Context: an optimization exercise on an open-source flow, tuned for small area, a short achievable clock period and few clock cycles per item. The choices shown serve that exercise and are no tape-out recipe.
The RTL was checked by simulation tests, not by an equivalence proof against the original design.
Power figures rest on the tool's default switching activity, not on a simulated workload.

Design sparse_conv_top, start of the top module:
module sparse_conv_top #(
	parameter int MUL_TERMS = 3
) (
	input  logic             clk,
	input  logic             rst_n,
	input  logic             wb_cyc_i,
	input  logic             wb_stb_i,
	input  logic             wb_we_i,
	input  conv_pkg::waddr_t wb_adr_i,
	input  conv_pkg::word_t  wb_dat_i,
	output conv_pkg::word_t  wb_dat_o,
	output logic             wb_ack_o
);
Settings: LEC_CHECK=0, CAP_MARGIN=5, CELL_PAD_IN_SITES_DETAIL_PLACEMENT=1, CELL_PAD_IN_SITES_GLOBAL_PLACEMENT=2, CORE_MARGIN=2, CORE_UTILIZATION=40, CTS_CLUSTER_DIAMETER=80, CTS_CLUSTER_SIZE=20, PLACE_DENSITY=0.55, SLEW_MARGIN=5; clock period 22.0 ns.
standard.sh (not shown) runs the stock make flow with config.mk's settings and CLKGATE_MAP_FILE= SYNTH_SCRIPT=/design/flow/synth_recipe.tcl, a recipe that flattens the netlist after the stock synthesis.
==> flow/flow/run.sh <==
#!/bin/bash
# The standard layout (standard.sh: the standard flow's synthesis and ORFS flow), with
# repair_timing aiming for extra setup slack and free to resize cells across
# footprints, so the layout is optimised for a shorter achieved period. The
# clock period and the constraints are the design's.
set -euo pipefail
read -r -a EXTRA < flow/extra.txt
bash standard.sh "${EXTRA[@]}" finish > standard_flow.log 2>&1
==> flow/flow/extra.txt <==
SETUP_SLACK_MARGIN=16.5 MATCH_CELL_FOOTPRINT=0
Testbench counts at the start, summed over its fixed seeds: cycles 18,588, items 384.
Edit:
--- a/flow/design.v
+++ b/flow/design.v
@@ -47,34 +47,37 @@
 	function automatic logic [8:0] booth(input logic [5:0] b);
 		logic [6:0] x;
 		x = {b, 1'b0};
 		for (int j = 0; j < 3; j++) begin
 			booth[3*j]   = x[2*j+1] ^ x[2*j];
 			booth[3*j+1] = (x[2*j+2] & ~x[2*j+1] & ~x[2*j]) | (~x[2*j+2] & x[2*j+1] & x[2*j]);
 			booth[3*j+2] = x[2*j+2] & ~(x[2*j+1] & x[2*j]);
 		end
 	endfunction
 	logic        ack_q;
+	logic        rv_q;     
 	logic        wv_q;     
 	logic        s2_q;     
 	logic [5:0]  adr_q;
 	logic [31:0] dat_q;
 	logic        access;
-	assign access   = wb_cyc_i & wb_stb_i & ~ack_q;
+	assign access   = wb_cyc_i & wb_stb_i & ~(rv_q | wv_q);
 	assign wb_ack_o = ack_q;
 	always_ff @(posedge clk or negedge rst_n) begin
 		if (!rst_n) begin
 			ack_q <= 1'b0;
+			rv_q  <= 1'b0;
 			wv_q  <= 1'b0;
 			s2_q  <= 1'b0;
 		end else begin
 			ack_q <= access;
+			rv_q  <= access & ~wb_we_i;
 			wv_q  <= access & wb_we_i;
 			s2_q  <= wv_q;
 		end
 	end
 	always_ff @(posedge clk) begin
 		if (access) begin
 			adr_q <= wb_adr_i;
 			dat_q <= wb_dat_i;
 		end
 	end
@@ -94,21 +97,21 @@
 			4'd5: tap_rc = {2'd1, 2'd2};
 			4'd6: tap_rc = {2'd2, 2'd0};
 			4'd7: tap_rc = {2'd2, 2'd1};
 			default: tap_rc = {2'd2, 2'd2};
 		endcase
 	endfunction
 	function automatic logic is_kern(input logic [5:0] a);
 		is_kern = (a[5:4] == 2'b00) && (a[3:0] < 4'd9);
 	endfunction
 	logic [5:0] adr_n;
-	assign adr_n = access ? wb_adr_i : adr_q;
+	assign adr_n = wv_q ? adr_q : wb_adr_i;
 	logic [2:0] csel_q, rsel0_q, rsel1_q;
 	always_ff @(posedge clk) begin
 		logic [3:0] rc;
 		logic [1:0] kc_n, pr_n, pc_n;
 		logic [2:0] tc;
 		rc   = tap_rc(adr_n[3:0]);
 		pr_n = adr_n[3:2];
 		pc_n = adr_n[1:0];
 		tc   = {1'b0, pc_n} - {2'b00, ph};
 		if (is_kern(adr_n)) begin
@@ -223,33 +226,36 @@
 	function automatic logic [31:0] mac(input logic [31:0] acc,
 			input logic [31:0] a, input logic [8:0] d);
 		logic [31:0] p [3];
 		logic [31:0] n;
 		for (int j = 0; j < 3; j++) begin
 			p[j] = ((a & {32{d[3*j]}}) | ((a << 1) & {32{d[3*j+1]}})) ^ {32{d[3*j+2]}};
 		end
 		n = {27'd0, d[8], 1'b0, d[5], 1'b0, d[2]};
 		mac = acc + p[0] + (p[1] << 2) + (p[2] << 4) + n;
 	endfunction
+	logic        clr1_q, clr2_q;
 	logic [31:0] r0a, r0b, r1a, r1b;
 	always_ff @(posedge clk or negedge rst_n) begin
 		if (!rst_n) begin
-			r0a <= '0;
-			r0b <= '0;
-			r1a <= '0;
-			r1b <= '0;
-		end else begin
-			r0a <= r0b;
-			r0b <= mac(r0a, a0_q, b0_q);
-			r1a <= r1b;
-			r1b <= mac(r1a, a1_q, b1_q);
-		end
+			clr1_q <= 1'b0;
+			clr2_q <= 1'b0;
+		end else begin
+			clr1_q <= 1'b1;
+			clr2_q <= clr1_q;
+		end
+	end
+	always_ff @(posedge clk) begin
+		r0a <= clr2_q ? r0b : '0;
+		r0b <= mac(r0a, a0_q, b0_q);
+		r1a <= clr2_q ? r1b : '0;
+		r1b <= mac(r1a, a1_q, b1_q);
 	end
 	logic        done_q;
 	logic        snap1_q, snap2_q;
 	logic [3:0]  cnt_q;
 	logic [31:0] h0a, h0b, h1a, h1b;
 	logic        snap;
 	assign snap = snap1_q | snap2_q;
 	always_ff @(posedge clk or negedge rst_n) begin
 		if (!rst_n) begin
 			done_q  <= 1'b0;
The changed run went through all stages and came out clean.
Core utilization is lower by 0.13 points.
Setup slack gets worse by 0.031 ns.
Maximum frequency is lower by about 0.55%.
Flip-flop and latch count is higher by 3.
Clock-buffer cell count is lower by 2.
Non-clock buffer count is lower by 6.
Design area barely changes.
Worst hold slack stays flat.
Register-to-register slack gets better by 0.02 ns.
Total power is lower by about 30%.
Global-route usage is lower by 0.67 points.
Testbench counts after the change, summed over its fixed seeds: cycles 18,588, items 384.

-- re-timing with driven ports --
Ports are ideal in the flow. The routed layouts listed here were re-timed in OpenROAD.
Step 1: set_driving_cell puts a clkbuf_16 on clk and a buf_2 on each other input, an assumption about the parent block.
Step 2 adds t to the input delays and takes it off the output delays; t is the mean of the earliest and latest rising clock arrival at the registers after step 1. Input paths then give back, and output paths get back, about the clock's delay inside the block.
a / b / c = ideal / step 1 / step 2; a / b = the first two.
| run | t (ns) | slack for setup (ns) | cell pins on the clock port's net |
|---|---|---|---|
| the first run | 0.745 | 16.410 / 16.337 / 15.847 | 1 |
| the second run | 0.738 | 16.379 / 16.314 / 15.797 | 1 |
After both steps every run listed still meets setup and hold. For the second run, which loses most, drivers alone change the setup slack by -0.065 ns; drivers and shift together by -0.582 ns.
